From an optimization exercise on the open Yosys and OpenROAD flow, aimed at small area and a short achievable clock period; shortcuts taken in it are not production practice. In this exercise RTL edits were held to simulation tests only and were not proved equivalent to the original. The flow treats the clock pin as an ideal source, which a real chip does not have. Power and IR drop assume default switching activity.

===== flow/design.v =====
package btb_pkg;
    localparam logic [1:0] CNT_SNT   = 2'b00;
    localparam logic [1:0] CNT_WNT   = 2'b01;
    localparam logic [1:0] CNT_WT    = 2'b10;
    localparam logic [1:0] CNT_ST    = 2'b11;
    localparam logic [1:0] CNT_ALLOC = CNT_WT;
    localparam int unsigned ENTRY_TAG_W  = 10;
    localparam int unsigned ENTRY_ADDR_W = 32;
    typedef struct packed {
        logic                    valid;
        logic [ENTRY_TAG_W-1:0]  tag;
        logic [ENTRY_ADDR_W-1:0] target;
        logic [1:0]              cnt;
    } btb_entry_t;
    function automatic logic [1:0] sat_inc(input logic [1:0] c);
        sat_inc = (c == CNT_ST) ? CNT_ST : c + 2'd1;
    endfunction
    function automatic logic [1:0] sat_dec(input logic [1:0] c);
        sat_dec = (c == CNT_SNT) ? CNT_SNT : c - 2'd1;
    endfunction
endpackage
module btb_way #(
    parameter  int unsigned SETS   = 32,
    parameter  int unsigned TAG_W  = 10,
    parameter  int unsigned ADDR_W = 32,
    localparam int unsigned IDX_W  = $clog2(SETS)
) (
    input  logic              clk,
    input  logic [SETS-1:0]   i_lk_sel,
    input  logic [SETS-1:0]   i_lk_valid,
    input  logic [TAG_W-1:0]  i_lk_tag,
    output logic              o_lk_hit,
    output logic [ADDR_W-1:0] o_lk_target,
    output logic [1:0]        o_lk_cnt,
    input  logic [SETS-1:0]   i_wr_sel,
    output logic [TAG_W-1:0]  o_wr_tag,
    output logic [1:0]        o_wr_cnt,
    input  logic              i_wr_tag_en,
    input  logic              i_wr_target_en,
    input  logic              i_wr_cnt_en,
    input  logic [TAG_W-1:0]  i_wr_tag,
    input  logic [ADDR_W-1:0] i_wr_target,
    input  logic [1:0]        i_wr_cnt
);
    logic [1:0]        r_cnt    [SETS];
    logic [TAG_W-1:0]  r_tag    [SETS];
    logic [ADDR_W-1:0] r_target [SETS];
    logic [SETS-1:0]   w_match;
    always_comb begin
        o_lk_target = '0;
        o_lk_cnt    = '0;
        o_wr_tag    = '0;
        o_wr_cnt    = '0;
        for (int s = 0; s < int'(SETS); s++) begin
            w_match[s]  = i_lk_sel[s] && i_lk_valid[s] && (r_tag[s] == i_lk_tag);
            o_lk_target = o_lk_target | ({ADDR_W{i_lk_sel[s]}} & r_target[s]);
            o_lk_cnt    = o_lk_cnt    | ({2{i_lk_sel[s]}} & r_cnt[s]);
            o_wr_tag    = o_wr_tag    | ({TAG_W{i_wr_sel[s]}} & r_tag[s]);
            o_wr_cnt    = o_wr_cnt    | ({2{i_wr_sel[s]}} & r_cnt[s]);
        end
        o_lk_hit = |w_match;
    end
    always_ff @(posedge clk) begin
        for (int s = 0; s < int'(SETS); s++) begin
            if (i_wr_sel[s]) begin
                if (i_wr_cnt_en)    r_cnt[s]    <= i_wr_cnt;
                if (i_wr_tag_en)    r_tag[s]    <= i_wr_tag;
                if (i_wr_target_en) r_target[s] <= i_wr_target;
            end
        end
    end
endmodule
module btb_assoc #(
    parameter int unsigned SETS   = 32,
    parameter int unsigned TAG_W  = 10,
    parameter int unsigned ADDR_W = 32
) (
    input  logic              clk,
    input  logic              reset_n,
    input  logic              lookup_en,
    input  logic [ADDR_W-1:0] lookup_pc,
    output logic              hit,
    output logic              predict_taken,
    output logic [ADDR_W-1:0] predict_target,
    output logic [1:0]        counter_state,
    input  logic              upd_en,
    input  logic [ADDR_W-1:0] upd_pc,
    input  logic              upd_taken,
    input  logic [ADDR_W-1:0] upd_target,
    input  logic              flush
);
    localparam int unsigned IDX_W = $clog2(SETS);
    logic [IDX_W-1:0]  w_lk_idx;
    logic [TAG_W-1:0]  w_lk_tag;
    logic [IDX_W-1:0]  w_upd_idx;
    logic [TAG_W-1:0]  w_upd_tag;
    logic [1:0]        r_st [SETS];
    logic [SETS-1:0]   w_lk_sel;
    logic [SETS-1:0]   w_u_sel;
    logic [SETS-1:0]   w_v0;
    logic [SETS-1:0]   w_v1;
    logic [1:0]        w_lk_hit;
    logic [1:0]        w_lk_hit_en;
    logic [ADDR_W-1:0] w_lk_target [2];
    logic [1:0]        w_lk_cnt    [2];
    logic [1:0]        w_st;
    logic              w_u_v0;
    logic              w_u_v1;
    logic [TAG_W-1:0]  w_u_tag_q [2];
    logic [1:0]        w_u_cnt_q [2];
    logic [1:0]        w_u_hit;
    logic              w_u_hit_any;
    logic              w_victim;
    logic              w_sel;
    logic              w_go;
    logic              w_alloc;
    logic [1:0]        w_old_cnt;
    logic [1:0]        w_new_cnt;
    logic [1:0]        w_new_st;
    logic [1:0]        w_wr_en;
    logic              w_unused_pc;
    assign w_lk_idx    = lookup_pc[IDX_W+1:2];
    assign w_lk_tag    = lookup_pc[IDX_W+1+TAG_W:IDX_W+2];
    assign w_upd_idx   = upd_pc[IDX_W+1:2];
    assign w_upd_tag   = upd_pc[IDX_W+1+TAG_W:IDX_W+2];
    assign w_unused_pc = ^{lookup_pc, upd_pc};
    always_comb begin
        for (int s = 0; s < int'(SETS); s++) begin
            w_lk_sel[s] = (w_lk_idx == IDX_W'(s));
            w_u_sel[s]  = (w_upd_idx == IDX_W'(s));
            w_v0[s]     = |r_st[s];
            w_v1[s]     = r_st[s][1];
        end
    end
    for (genvar g = 0; g < 2; g++) begin : g_way
        btb_way #(
            .SETS   (SETS),
            .TAG_W  (TAG_W),
            .ADDR_W (ADDR_W)
        ) u_way (
            .clk            (clk),
            .i_lk_sel       (w_lk_sel),
            .i_lk_valid     ((g == 0) ? w_v0 : w_v1),
            .i_lk_tag       (w_lk_tag),
            .o_lk_hit       (w_lk_hit[g]),
            .o_lk_target    (w_lk_target[g]),
            .o_lk_cnt       (w_lk_cnt[g]),
            .i_wr_sel       (w_u_sel),
            .o_wr_tag       (w_u_tag_q[g]),
            .o_wr_cnt       (w_u_cnt_q[g]),
            .i_wr_tag_en    (w_wr_en[g] && w_alloc),
            .i_wr_target_en (w_wr_en[g] && upd_taken),
            .i_wr_cnt_en    (w_wr_en[g]),
            .i_wr_tag       (w_upd_tag),
            .i_wr_target    (upd_target),
            .i_wr_cnt       (w_new_cnt)
        );
    end
    always_comb begin
        w_lk_hit_en    = {2{lookup_en}} & w_lk_hit;
        hit            = |w_lk_hit_en;
        predict_target = ({ADDR_W{w_lk_hit_en[0]}} & w_lk_target[0])
                       | ({ADDR_W{w_lk_hit_en[1]}} & w_lk_target[1]);
        counter_state  = ({2{w_lk_hit_en[0]}} & w_lk_cnt[0])
                       | ({2{w_lk_hit_en[1]}} & w_lk_cnt[1]);
        predict_taken  = counter_state[1];
    end
    always_comb begin
        w_st        = '0;
        for (int s = 0; s < int'(SETS); s++) begin
            w_st = w_st | ({2{w_u_sel[s]}} & r_st[s]);
        end
        w_u_v0      = |w_st;
        w_u_v1      = w_st[1];
        w_u_hit[0]  = w_u_v0 && (w_u_tag_q[0] == w_upd_tag);
        w_u_hit[1]  = w_u_v1 && (w_u_tag_q[1] == w_upd_tag);
        w_u_hit_any = |w_u_hit;
        w_victim    = w_u_v1 ? w_st[0] : w_u_v0;
        w_sel       = w_u_hit_any ? w_u_hit[1] : w_victim;
        w_alloc     = !w_u_hit_any && upd_taken;
        w_go        = upd_en && !flush && (w_u_hit_any || upd_taken);
        w_old_cnt   = w_u_hit[1] ? w_u_cnt_q[1] : w_u_cnt_q[0];
        if (!w_u_hit_any) begin
            w_new_cnt = btb_pkg::CNT_ALLOC;
        end else if (upd_taken) begin
            w_new_cnt = btb_pkg::sat_inc(w_old_cnt);
        end else begin
            w_new_cnt = btb_pkg::sat_dec(w_old_cnt);
        end
        w_new_st = (!w_u_v1 && !w_sel) ? 2'b01 : {1'b1, !w_sel};
        w_wr_en  = w_go ? {w_sel, !w_sel} : 2'b00;
    end
    always_ff @(posedge clk or negedge reset_n) begin
        if (!reset_n) begin
            for (int s = 0; s < int'(SETS); s++) r_st[s] <= 2'b00;
        end else if (flush) begin
            for (int s = 0; s < int'(SETS); s++) r_st[s] <= 2'b00;
        end else if (w_go) begin
            for (int s = 0; s < int'(SETS); s++) begin
                if (w_u_sel[s]) r_st[s] <= w_new_st;
            end
        end
    end
endmodule

===== flow/flow/run.sh =====
#!/bin/bash
# The standard layout, with two additions: port buffers are buf_4 cells, resizing may change
# a cell's footprint, and after CTS and after global route a greedy sizer (gsize.tcl) works
# the worst setup paths. Each step's full output is in orfs/logs; make's own output in
# standard.log.
set -euo pipefail
F=$(cd "$(dirname "$0")" && pwd)
export GS_ROUNDS_CTS=1000
export GS_ROUNDS_GRT=400
bash standard.sh MATCH_CELL_FOOTPRINT=0 "BUFFER_PORTS_ARGS=-buffer_cell sky130_fd_sc_hd__buf_4" \
  POST_CTS_TCL=$F/post_cts.tcl POST_GLOBAL_ROUTE_TCL=$F/post_grt.tcl finish > standard.log 2>&1

===== flow/flow/gsize.tcl =====
# Greedy sizing of the cells on the worst setup paths. Each round takes the worst path,
# tries every other drive strength of each cell on it (and smaller sizes of the other
# cells its nets drive), and keeps the change that most improves that path's slack without
# lowering the design's worst slack. An endpoint that no change improves is set aside.
proc gs_family {master} {
  if {![regexp {^(sky130_fd_sc_hd__[a-z0-9]+?)_(\d+)$} $master -> base sz]} { return {} }
  set out {}
  foreach c [get_lib_cells */${base}_*] {
    set n [get_name $c]
    if {[regexp "^${base}_\\d+\$" $n] && ![get_property $c dont_use]} { lappend out $n }
  }
  return $out
}
proc gs_area {name} { return [get_property [get_lib_cells */$name] area] }
proc gs_wns {} { return [expr {[sta::worst_slack_cmd max] * 1e9}] }
proc gs_next_up {cur} {
  set ca [gs_area $cur]; set best ""; set ba 1e9
  foreach c [gs_family $cur] {
    set a [gs_area $c]
    if {$a > $ca && $a < $ba} { set best $c; set ba $a }
  }
  return $best
}
proc gs_skip {cur} { return [regexp {__(df|dl|edf|sdf|clkbuf_16$|conb|tap|fill|decap)} $cur] }
set gs_patience 150
proc gs_run {max_rounds {max_off 8}} {
  set wns [gs_wns]
  puts "gsize: start wns $wns"
  set stuck {}
  set moves 0
  set last_gain 0
  for {set r 0} {$r < $max_rounds} {incr r} {
    set pe ""
    foreach p [find_timing_paths -path_delay max -sort_by_slack -group_path_count 50 -endpoint_path_count 1] {
      set epn [get_full_name [get_property $p endpoint]]
      if {[lsearch -exact $stuck $epn] < 0} { set pe $p; break }
    }
    if {$pe eq ""} { puts "gsize: all worst endpoints stuck"; break }
    set ep [get_property $pe endpoint]
    set eslack [get_property $ep slack_max]
    set insts {}
    set offs {}
    foreach pin [[$pe path] pins] {
      set inst [$pin instance]
      if {$inst eq "NULL" || [$inst parent] eq "NULL"} continue
      if {[lsearch -exact $insts $inst] < 0} { lappend insts $inst }
    }
    foreach pin [[$pe path] pins] {
      if {[get_property $pin direction] ne "output"} continue
      set n 0
      foreach ld [get_pins -of_objects [get_nets -of_objects $pin] -filter "direction==input"] {
        set li [$ld instance]
        if {[lsearch -exact $insts $li] >= 0 || [lsearch -exact $offs $li] >= 0} continue
        lappend offs $li
        if {[incr n] >= $max_off} break
      }
    }
    set bgain 0.0005; set bmove {}
    foreach inst [concat $insts $offs] {
      set off [expr {[lsearch -exact $offs $inst] >= 0}]
      set cur [get_name [$inst liberty_cell]]
      if {[gs_skip $cur]} continue
      set ca [gs_area $cur]
      foreach cand [gs_family $cur] {
        if {$cand eq $cur} continue
        if {$off && [gs_area $cand] >= $ca} continue
        replace_cell $inst [get_lib_cells */$cand]
        set w [gs_wns]
        set e [get_property $ep slack_max]
        replace_cell $inst [get_lib_cells */$cur]
        if {$w < $wns - 1e-6} continue
        set g [expr {($w - $wns) * 10.0 + ($e - $eslack)}]
        if {$g > $bgain} { set bgain $g; set bmove [list $inst $cand] }
      }
    }
    # Pairs of neighbouring cells on the path, each one size up, to get past a driver
    # that is too weak for a larger load.
    if {$bmove eq {}} {
      for {set i 1} {$i < [llength $insts]} {incr i} {
        set a [lindex $insts [expr {$i-1}]]; set b [lindex $insts $i]
        set ca [get_name [$a liberty_cell]]; set cb [get_name [$b liberty_cell]]
        if {[gs_skip $ca] || [gs_skip $cb]} continue
        set ua [gs_next_up $ca]; set ub [gs_next_up $cb]
        if {$ua eq "" || $ub eq ""} continue
        replace_cell $a [get_lib_cells */$ua]; replace_cell $b [get_lib_cells */$ub]
        set w [gs_wns]
        set e [get_property $ep slack_max]
        replace_cell $a [get_lib_cells */$ca]; replace_cell $b [get_lib_cells */$cb]
        if {$w < $wns - 1e-6} continue
        set g [expr {($w - $wns) * 10.0 + ($e - $eslack)}]
        if {$g > $bgain} { set bgain $g; set bmove [list $a $ua $b $ub] }
      }
    }
    if {$bmove eq {}} { lappend stuck [get_full_name $ep]; continue }
    foreach {i c} $bmove { replace_cell $i [get_lib_cells */$c] }
    incr moves
    set nw [gs_wns]
    if {$nw > $wns + 0.001} { set last_gain $r }
    set wns $nw
    if {$r - $last_gain > $::gs_patience} { puts "gsize: no gain in $::gs_patience rounds"; break }
  }
  puts "gsize: end wns $wns after $r rounds, $moves moves, [llength $stuck] endpoints set aside"
}

===== flow/flow/post_cts.tcl =====
# After CTS and its repair: size the cells on the worst paths, then legalize.
source [file join [file dirname [info script]] gsize.tcl]
gs_run $::env(GS_ROUNDS_CTS)
detailed_placement
check_placement -verbose

===== flow/flow/post_grt.tcl =====
# After global route: size again with global-route parasitics, legalize, reroute the
# changed nets and rewrite the route guides for detailed routing.
source [file join [file dirname [info script]] gsize.tcl]
global_route -start_incremental
gs_run $::env(GS_ROUNDS_GRT)
detailed_placement
global_route -end_incremental
check_placement -verbose
estimate_parasitics -global_routing
report_worst_slack -max
write_guides $::env(RESULTS_DIR)/route.guide

===== flow/standard.sh =====
#!/bin/bash
# synth_recipe.tcl (not shown) runs the flow's synth.tcl, then flattens the netlist and writes it again
# the make line also repeats each setting of config.mk as NAME=value (left out here)
make -C /OpenROAD-flow-scripts/flow DESIGN_CONFIG=/design/flow/config.mk WORK_HOME=/design/flow/orfs CLKGATE_MAP_FILE= SYNTH_SCRIPT=/design/flow/synth_recipe.tcl "${@:-finish}"

===== flow/config.mk =====
export PLATFORM = sky130hd
export DESIGN_NAME = btb_assoc
export DESIGN_NICKNAME = btb_assoc
export VERILOG_FILES = /design/flow/design.v
export SDC_FILE = /design/flow/constraint.sdc
export NUM_CORES = 4
export LEC_CHECK = 0
export CAP_MARGIN = 20
export CORE_MARGIN = 2
export CORE_UTILIZATION = 45
export CTS_BUF_LIST = sky130_fd_sc_hd__clkbuf_8
export CTS_CLUSTER_DIAMETER = 70
export CTS_CLUSTER_SIZE = 12
export SETUP_SLACK_MARGIN = 2.5
export SLEW_MARGIN = 20
export TNS_END_PERCENT = 2

===== flow/constraint.sdc =====
create_clock -name core_clock -period 7.5 [get_ports {clk}]
set_input_delay 1.5000 -clock core_clock [delete_from_list [all_inputs] [get_ports {clk}]]
set_output_delay 1.5000 -clock core_clock [all_outputs]
set_load 0.01 [all_outputs]

==> impl_metrics.sql <==
INSERT INTO impl_metrics (metric_group, metric, value, unit) VALUES
('run_status', 'status', 'aborted with a tool error', ''),
('run_status', 'flow.stopped_at', 'clock tree synthesis (4_1_cts)', ''),
('run_status', 'error', 'Error: cts.tcl, 90 can''t read "::gs_patience": no such variable', ''),
('synthesis', 'synth-main-ff-cell', 'edfxtp_1', ''),
('placed_design', 'place_area', '128000', 'sq um'),
('placed_design', 'dpl.cell_count', '10800', ''),
('synthesis', 'syn_area', '115000', 'sq um'),
('synthesis', 'yosys.cell_count.top_type', 'edfxtp_1', ''),
('synthesis', 'synth_area_per_cell', '16.3', 'sq um'),
('synthesis', 'synth_seq_area_share', '0.747', ''),
('die', 'die_width', '510', 'microns'),
('synthesis', 'ys_ff_latch', '2880', ''),
('placed_design', 'io_buffers', '103', ''),
('die', 'die_y', '510', 'microns'),
('synthesis', 'synthesis_warnings', '11', ''),
('synthesis', 'synth_top_area_share', '0.733', ''),
('placed_design', 'placed_wire_length_estimate_after_detailed_placement', '329', 'mm'),
('synthesis', 'synth.distinct_cells', '85', ''),
('synthesis', 'synthCells', '7079', ''),
('die', 'initial_core_utilization', '0.453', ''),
('die', 'number_of_placed_i_o_pins', '138', ''),
('synthesis', 'synth_enable_flop_cells', '2816', ''),
('placed_design', 'place.gp.congestion', '1.05', ''),
('synthesis', 'netlist_top_cells_area', 'edfxtp_1 (73%), a22o_1 (3.5%), a221oi_1 (3.3%)', ''),
('die', 'std_cell_rows', '185', ''),
('clocking', 'clkSinkCount', '2880', ''),
('synthesis', 'ys_async_sr_fraction', '0.0222', ''),
('synthesis', 'yosys.area.top_type', 'edfxtp_1', ''),
('synthesis', 'synthTopCellsByCount', 'edfxtp_1 (2,816), a22o_1 (455), a221oi_1 (441)', ''),
('synthesis', 'mappedNetlistNets', '7181', '');
## cells by family after synthesis
logic type      count (synthesis)  synth area share
compound gates               1664             0.117
xor+xnor                      644            0.0489
fa+ha+maj                       2          0.000174
buf+inv                       511            0.0184
flops                        2880             0.747
mux                           108           0.00959
simple gates                 1270            0.0586
## worst min-delay path by stage
stage,startpoint,end,cells past startpoint
after floorplan,r_st[30][0],r_st[30][0],1
after global placement,r_st[2][0],r_st[2][0],2
after detailed placement,r_st[22][0],r_st[22][0],1
## per-stage QoR
step | utilization | hold slack (ps) | setup WS [ps]
floorplan | - | 493 | 1810
global placement | 0.505 | 588 | 427
detailed placement | 0.505 | 598 | 452
## power groups by stage
stage / Sequential [mW] / Combinational [mW] / Clock, mW
detailed placement: 18.0 / 1.50 / 0
floorplan: 18.0 / 0.610 / 0
global placement: 18.0 / 1.49 / 0
